From an optimization exercise on the open Yosys and OpenROAD flow, aimed at small area and a short achievable clock period; shortcuts taken in it are not production practice. Only simulation tests tie the RTL to the original design; equivalence was not proved.

[design/flow/design.v]
package conv_ctrl_pkg;
        localparam int num_channels = 3;
        localparam int num_lanes = 8;
        localparam int num_taps = 25;    
        localparam int channel_w = 2;
        localparam int tap_w = 5;
        localparam int lane_w = 3;
        localparam logic drain_idle = 1'b0;
        localparam logic drain_busy = 1'b1;
endpackage
package conv_types_pkg;
        localparam int sample_w = 12;
        localparam int weight_w = 8;
        localparam int acc_w = 25;      
        localparam int chsum_w = 27;    
        localparam int result_w = 12;
        localparam int scale_shift = 8;
        localparam int result_max = 2047;
        localparam int result_min = -2048;
endpackage
`timescale 1ns/1ps
import conv_types_pkg::*;
import conv_ctrl_pkg::*;
module weight_bank (
        input  logic clk,
        input  logic rst,
        input  logic weight_we,
        input  logic [channel_w-1:0] weight_channel,
        input  logic [tap_w-1:0] weight_tap,
        input  logic [weight_w-1:0] weight_data,
        input  logic [tap_w-1:0] tap,
        output logic [num_channels*weight_w-1:0] weights
);
        logic [weight_w-1:0] weight_regs [num_channels*num_taps];
        always_ff @(posedge clk) begin
                if (rst) begin
                        for (int i = 0; i < num_channels*num_taps; i++)
                                weight_regs[i] <= '0;
                end else if (weight_we && weight_channel < num_channels &&
                             weight_tap < num_taps) begin
                        weight_regs[weight_channel*num_taps + weight_tap] <= weight_data;
                end
        end
        always_comb begin
                for (int c = 0; c < num_channels; c++) begin
                        weights[c*weight_w +: weight_w] = weight_regs[c*num_taps + tap];
                end
        end
endmodule
`timescale 1ns/1ps
import conv_types_pkg::*;
import conv_ctrl_pkg::*;
module tap_sequencer (
        input  logic clk,
        input  logic rst,
        input  logic valid_in,
        input  logic [num_channels*num_lanes*sample_w-1:0] in_samples,
        output logic [tap_w-1:0] tap,
        input  logic [num_channels*weight_w-1:0] weights,
        output logic bus_en,             
        output logic bus_first,          
        output logic bus_last,           
        output logic [num_channels*num_lanes*sample_w-1:0] bus_samples,
        output logic [num_channels*weight_w-1:0] bus_weights
);
        logic tap_is_last;
        assign tap_is_last = (tap == tap_w'(num_taps - 1));
        always_ff @(posedge clk) begin
                if (rst) begin
                        tap <= '0;
                        bus_en <= 1'b0;
                        bus_first <= 1'b0;
                        bus_last <= 1'b0;
                end else begin
                        bus_en <= valid_in;
                        if (valid_in) begin
                                bus_first <= (tap == '0);
                                bus_last <= tap_is_last;
                                if (tap_is_last)
                                        tap <= '0;
                                else
                                        tap <= tap + tap_w'(1);
                        end
                end
        end
        always_ff @(posedge clk) begin
                if (valid_in) begin
                        bus_samples <= in_samples;
                        bus_weights <= weights;
                end
        end
endmodule
`timescale 1ns/1ps
import conv_types_pkg::*;
import conv_ctrl_pkg::*;
module mac_array (
        input  logic clk,
        input  logic rst,
        input  logic bus_en,
        input  logic bus_first,
        input  logic bus_last,
        input  logic [num_channels*num_lanes*sample_w-1:0] bus_samples,
        input  logic [num_channels*weight_w-1:0] bus_weights,
        output logic [num_channels*num_lanes*acc_w-1:0] totals,
        output logic totals_valid
);
        logic frame_done;        
        always_ff @(posedge clk) begin
                if (rst) begin
                        frame_done <= 1'b0;
                        totals_valid <= 1'b0;
                end else begin
                        frame_done <= bus_en & bus_last;
                        totals_valid <= frame_done;
                end
        end
        for (genvar c = 0; c < num_channels; c++) begin : g_channel
                for (genvar l = 0; l < num_lanes; l++) begin : g_lane
                        logic signed [sample_w-1:0] sample;
                        logic signed [weight_w-1:0] weight;
                        logic signed [acc_w-1:0] prod;
                        logic signed [acc_w-1:0] acc;
                        logic signed [acc_w-1:0] total;
                        assign sample = bus_samples[(c*num_lanes+l)*sample_w +: sample_w];
                        assign weight = bus_weights[c*weight_w +: weight_w];
                        assign prod = sample * weight;
                        always_ff @(posedge clk) begin
                                if (bus_en) begin
                                        if (bus_first)
                                                acc <= prod;
                                        else
                                                acc <= acc + prod;
                                end
                                if (frame_done)
                                        total <= acc;
                        end
                        assign totals[(c*num_lanes+l)*acc_w +: acc_w] = total;
                end
        end
endmodule
`timescale 1ns/1ps
import conv_types_pkg::*;
import conv_ctrl_pkg::*;
module result_drain (
        input  logic clk,
        input  logic rst,
        input  logic [num_channels*num_lanes*acc_w-1:0] totals,
        input  logic totals_valid,
        output logic valid_out,
        output logic [result_w-1:0] conv_out
);
        logic state;
        logic [lane_w-1:0] lane_cnt;             
        logic [num_lanes*result_w-1:0] lane_results;
        logic [num_lanes*result_w-1:0] out_buf;
        always_comb begin
                logic signed [chsum_w-1:0] lane_sum;
                logic signed [chsum_w-1:0] scaled;
                for (int l = 0; l < num_lanes; l++) begin
                        lane_sum = '0;
                        for (int c = 0; c < num_channels; c++) begin
                                lane_sum = lane_sum +
                                        $signed(totals[(c*num_lanes+l)*acc_w +: acc_w]);
                        end
                        scaled = lane_sum >>> scale_shift;
                        if (scaled > result_max)
                                lane_results[l*result_w +: result_w] = result_w'(result_max);
                        else if (scaled < result_min)
                                lane_results[l*result_w +: result_w] = result_w'(result_min);
                        else
                                lane_results[l*result_w +: result_w] = scaled[result_w-1:0];
                end
        end
        always_ff @(posedge clk) begin
                if (rst) begin
                        state <= drain_idle;
                        lane_cnt <= '0;
                end else begin
                        case (state)
                                drain_idle: begin
                                        if (totals_valid) begin
                                                state <= drain_busy;
                                                lane_cnt <= '0;
                                        end
                                end
                                drain_busy: begin
                                        if (lane_cnt == lane_w'(num_lanes - 1))
                                                state <= drain_idle;
                                        lane_cnt <= lane_cnt + lane_w'(1);
                                end
                                default: state <= drain_idle;
                        endcase
                end
        end
        always_ff @(posedge clk) begin
                if (totals_valid)
                        out_buf <= lane_results;
                else if (state == drain_busy)
                        out_buf <= {result_w'(0), out_buf[num_lanes*result_w-1:result_w]};
        end
        assign conv_out = out_buf[result_w-1:0];
        assign valid_out = (state == drain_busy);
endmodule
`timescale 1ns/1ps
module conv_layer_top (
        input  logic clk,
        input  logic rst,
        input  logic weight_we,
        input  logic [1:0] weight_channel,
        input  logic [4:0] weight_tap,
        input  logic [7:0] weight_data,
        input  logic valid_in,
        input  logic [287:0] in_samples,
        output logic valid_out,
        output logic [11:0] conv_out
);
        logic [4:0] tap;
        logic [23:0] weights;
        logic [599:0] totals;
        logic totals_valid;
        logic bus_en;
        logic bus_first;
        logic bus_last;
        logic [287:0] bus_samples;
        logic [23:0] bus_weights;
        weight_bank weight_bank0 (
                .clk            (clk),
                .rst            (rst),
                .weight_we      (weight_we),
                .weight_channel (weight_channel),
                .weight_tap     (weight_tap),
                .weight_data    (weight_data),
                .tap            (tap),
                .weights        (weights)
        );
        tap_sequencer tap_sequencer0 (
                .clk         (clk),
                .rst         (rst),
                .valid_in    (valid_in),
                .in_samples  (in_samples),
                .tap         (tap),
                .weights     (weights),
                .bus_en      (bus_en),
                .bus_first   (bus_first),
                .bus_last    (bus_last),
                .bus_samples (bus_samples),
                .bus_weights (bus_weights)
        );
        mac_array mac_array0 (
                .clk          (clk),
                .rst          (rst),
                .bus_en       (bus_en),
                .bus_first    (bus_first),
                .bus_last     (bus_last),
                .bus_samples  (bus_samples),
                .bus_weights  (bus_weights),
                .totals       (totals),
                .totals_valid (totals_valid)
        );
        result_drain result_drain0 (
                .clk          (clk),
                .rst          (rst),
                .totals       (totals),
                .totals_valid (totals_valid),
                .valid_out    (valid_out),
                .conv_out     (conv_out)
        );
endmodule
[design/flow/run.sh]
#!/bin/bash
# synth_recipe.tcl (not shown) runs the flow's synth.tcl, then flattens the netlist and writes it again
# the make line also repeats each setting of config.mk as NAME=value (left out here)
make -C /OpenROAD-flow-scripts/flow DESIGN_CONFIG=/design/flow/config.mk WORK_HOME=/design/flow/orfs CLKGATE_MAP_FILE= SYNTH_SCRIPT=/design/flow/synth_recipe.tcl finish
[design/flow/config.mk]
export PLATFORM = sky130hd
export DESIGN_NAME = conv_layer_top
export DESIGN_NICKNAME = conv_layer_top
export VERILOG_FILES = /design/flow/design.v
export SDC_FILE = /design/flow/constraint.sdc
export NUM_CORES = 4
export LEC_CHECK = 0
export CAP_MARGIN = 20
export CORE_MARGIN = 2
export CORE_UTILIZATION = 40
export SLEW_MARGIN = 20
[design/flow/constraint.sdc]
create_clock -name core_clock -period 8.0 [get_ports {clk}]
set_input_delay 1.6000 -clock core_clock [delete_from_list [all_inputs] [get_ports {clk}]]
set_output_delay 1.6000 -clock core_clock [all_outputs]
set_load 0.01 [all_outputs]
==> out/qor.yml <==
run_status: "timing/DRC/antenna clean"
antenna_found_initial: 42
cts_root_buf: "clkbuf_16"
drive_above_1_share: 0.07488
drt_iter0_drc: 9786
die_h_um: 744.6
synthesis.area_um2: 219400
synth_ff_type: "edfxtp_1"
port_buffers: 319
yosysMostFrequentCell: "inv_1"
route.detailed.drc: 0
use_met1: 0.2743
cts_tree: "built"
critPathKind: "register to register"
syn2layout_area_growth_pct: 10.46
cap_violations: 0
start_util: 0.4006
timing.final.ws_setup_ns: 0.3529
use_met3: 0.02603
period_needed_ns: 7.647
pin_count: 320
critPathArrivalTime_ns: 8.32
cp-end-kind: "register"
stdcell_count: 27545
place_ws_ns: 0.2757
syn_nets: 23923
gr-usage-all-layers: 0.2159
die_x_um: 744.6
async_flop_share: 0
clk_path_buf_depth: 4
post_dp_cell_area_um2: 232200
maxSlewViolCount: 0
synth.avg_cell_area_um2: 11.13
use_met2: 0.3778
synthesis.instances: 19705
fin_area_um2: 242300
place.detailed.instances: 26986
synth_area_leaders: "edfxtp_1 34%, fa_1 19%, ha_1 10%"
fin_skew_ns: 0.09081
fmax_mhz: 130.8
yosys.area.top_type: "edfxtp_1"
finalSetupViolations: 0
fin_tns_setup_ns: 0
critPathSlowestCell: "o41ai_1"
hold_class: "register to register"
layout.nets: 24254
path_buf_inv: 6
clkLatencyLatePin_ns: 1.02
gp_congestion: 0.8974
htreeDepth: 5
finalCritPeriodShare: 0.9559
clock-sinks: 2518
reg2reg_slack_ns: 0.35
synth_top_area_frac: 0.3427
cpPeakStageDelay_ns: 0.60
maxSlewHeadroom: 0.2130
synth_edf_count: 2504
fp.dieArea_um2: 554400
crit_family: "adder cells"
dpl.hpwl_um: 466000
wl_per_cell_um: 21.82
grt_pass1_wl_um: 912100
rsz0062_at_grt: "true"
first_pass_iters: 6
start_kind: "register"
crit_required_ns: 8.67
postRouteAntennaNets: 0
core.rowCount: 272
grt_pass1_vias: 147924
cts_made_buffers: 308
synth_top_cells_by_count: "2741 x inv_1, 2504 x edfxtp_1, 2114 x fa_1"
critical_path_peak_fanout: 45
globalRoute.totalOverflow: 0
routed_wl_um: 601100
busiest_layer: "met2"
ys_types: 94
routed_via_density: 5.241
seq_area_frac_synth: 0.3440
yosysWarnings: 4
worstMarginPinSlew_ns: 1.173
grt_max_degree: 155
clk_pin_slew_ns: 0.06
vias: 144374
hold_viol_final: 0
ys_seq_elements: 2518
coreArea_um2: 547600
[worst register-to-register path: cells and delay by family, from the launching register on]
kind | cells | cell delay, ns
flops | 1 | 0.38
xor+xnor | 2 | 0.57
fa+ha+maj | 6 | 2.73
buf+inv | 6 | 0.81
compound gates | 10 | 2.14
simple gates | 4 | 0.70
[cell type report]
class                   count  area, um2
fillers                 50869     305300
diodes                     12      30.03
multi-input cells       13849     131600
clock buffers             359       7951
flip-flops and latches   2518      75500
well taps                7261       9085
repair buffers            614       5894
clock inverters           187       1971
inverters                2745      10320
[routing by layer]
| metal | up-vias | wire, um |
|---|---|---|
| met5 | - | 86 |
| met4 | 14 | 25920 |
| met2 | 3304 | 299900 |
| met3 | 818 | 28510 |
| met1 | 72923 | 246700 |
| li1 | 67315 | - |
[timing repair]
action	4_1_cts	5_1_grt
setup buffers	0	2
resized for setup	0	31
hold buffers	0	0
setup endpoints to repair	0	27
[through the flow]
stage                     utilization  hold slack (ns)
after floorplan                     -           0.4334
final                          0.4425           0.4456
after CTS                      0.4422           0.4442
after global placement         0.4240           0.4393
after detailed placement       0.4241           0.4432
after global routing           0.4425           0.4584
[kinds of logic (layout without fill, tap and decap cells)]
group | after synthesis | in the layout | synth area share
simple gates | 5433 | 5433 | 0.1276
xor+xnor | 1112 | 1112 | 0.04440
compound gates | 2789 | 2789 | 0.07948
other cells | 0 | 12 | 0
flops | 2518 | 2518 | 0.3440
mux | 604 | 604 | 0.05160
buf+inv | 3338 | 3905 | 0.05745
fa+ha+maj | 3911 | 3911 | 0.2954
[cell usage in the layout (no fill, tap or decap), types with 57 or more instances in the layout]
| master | count |
|---|---|
| o31ai_1 | 62 |
| and3_1 | 74 |
| o21a_1 | 106 |
| buf_4 | 251 |
| clkbuf_16 | 312 |
| xor2_1 | 411 |
| nand2_1 | 1355 |
| and2_1 | 2081 |
| or2_2 | 133 |
| a211oi_1 | 100 |
| ha_1 | 1795 |
| xnor2_1 | 692 |
| nor2b_1 | 104 |
| a31oi_1 | 80 |
| mux2i_1 | 60 |
| nor3_1 | 220 |
| o21bai_1 | 160 |
| inv_1 | 2739 |
| mux4_2 | 408 |
| nor2_1 | 912 |
| fa_1 | 2114 |
| or3_1 | 57 |
| nand2b_1 | 150 |
| edfxtp_1 | 2504 |
| nand3_1 | 188 |
| mux2_2 | 136 |
| a21oi_1 | 811 |
| a21o_1 | 305 |
| o21ai_0 | 748 |
| clkdlybuf4s50_1 | 309 |
[worst paths after layout]
check,start,to,cells past startpoint
worst max register to register,tap_sequencer0.bus_weights[21],mac_array0.g_channel[2].g_lane[1].acc[24],28
worst min-delay path,mac_array0.g_channel[1].g_lane[7].acc[8],mac_array0.g_channel[1].g_lane[7].total[8],0
worst min register to register,mac_array0.g_channel[1].g_lane[7].acc[8],mac_array0.g_channel[1].g_lane[7].total[8],0
worst max-delay path,tap_sequencer0.bus_weights[21],mac_array0.g_channel[2].g_lane[1].acc[24],28
[registers in the layout, summed over array words and instances (netlist names)]
signal,count
weight_bank0.weight_regs,896
mac_array0.g_channel.g_lane.acc,600
mac_array0.g_channel.g_lane.total,600
tap_sequencer0.bus_samples,288
result_drain0.out_buf,96
tap_sequencer0.bus_weights,24
tap_sequencer0.tap,5
result_drain0.lane_cnt,3
mac_array0.frame_done,1
mac_array0.totals_valid,1
result_drain0.state,1
tap_sequencer0.bus_en,1
tap_sequencer0.bus_first,1
tap_sequencer0.bus_last,1

-- what the ideal ports hide --
Ports are ideal in the flow. The routed layout listed here was re-timed in OpenROAD. Step 1, drivers: a clkbuf_16 drives clk and a buf_2 each remaining input, both assumed. Step 2 also shifts input and output timing later by t, the mid clock arrival at the registers, as if the neighbouring blocks saw the same clock. Slacks: ideal / step 1 / step 2; pairs: ideal / step 1.
shift t [ns]: 1.098
setup WS [ns]: 0.353 / 0.353 / 0.353
worst setup path at the end: register to register
clock arrival spread, ns: 0.106 / 0.106
worst slew at a driven data input, ns: 0.21
After both steps this run still meets setup and hold. The setup slack of this run moves by 0.000 ns with the drivers and by 0.000 ns with both steps.
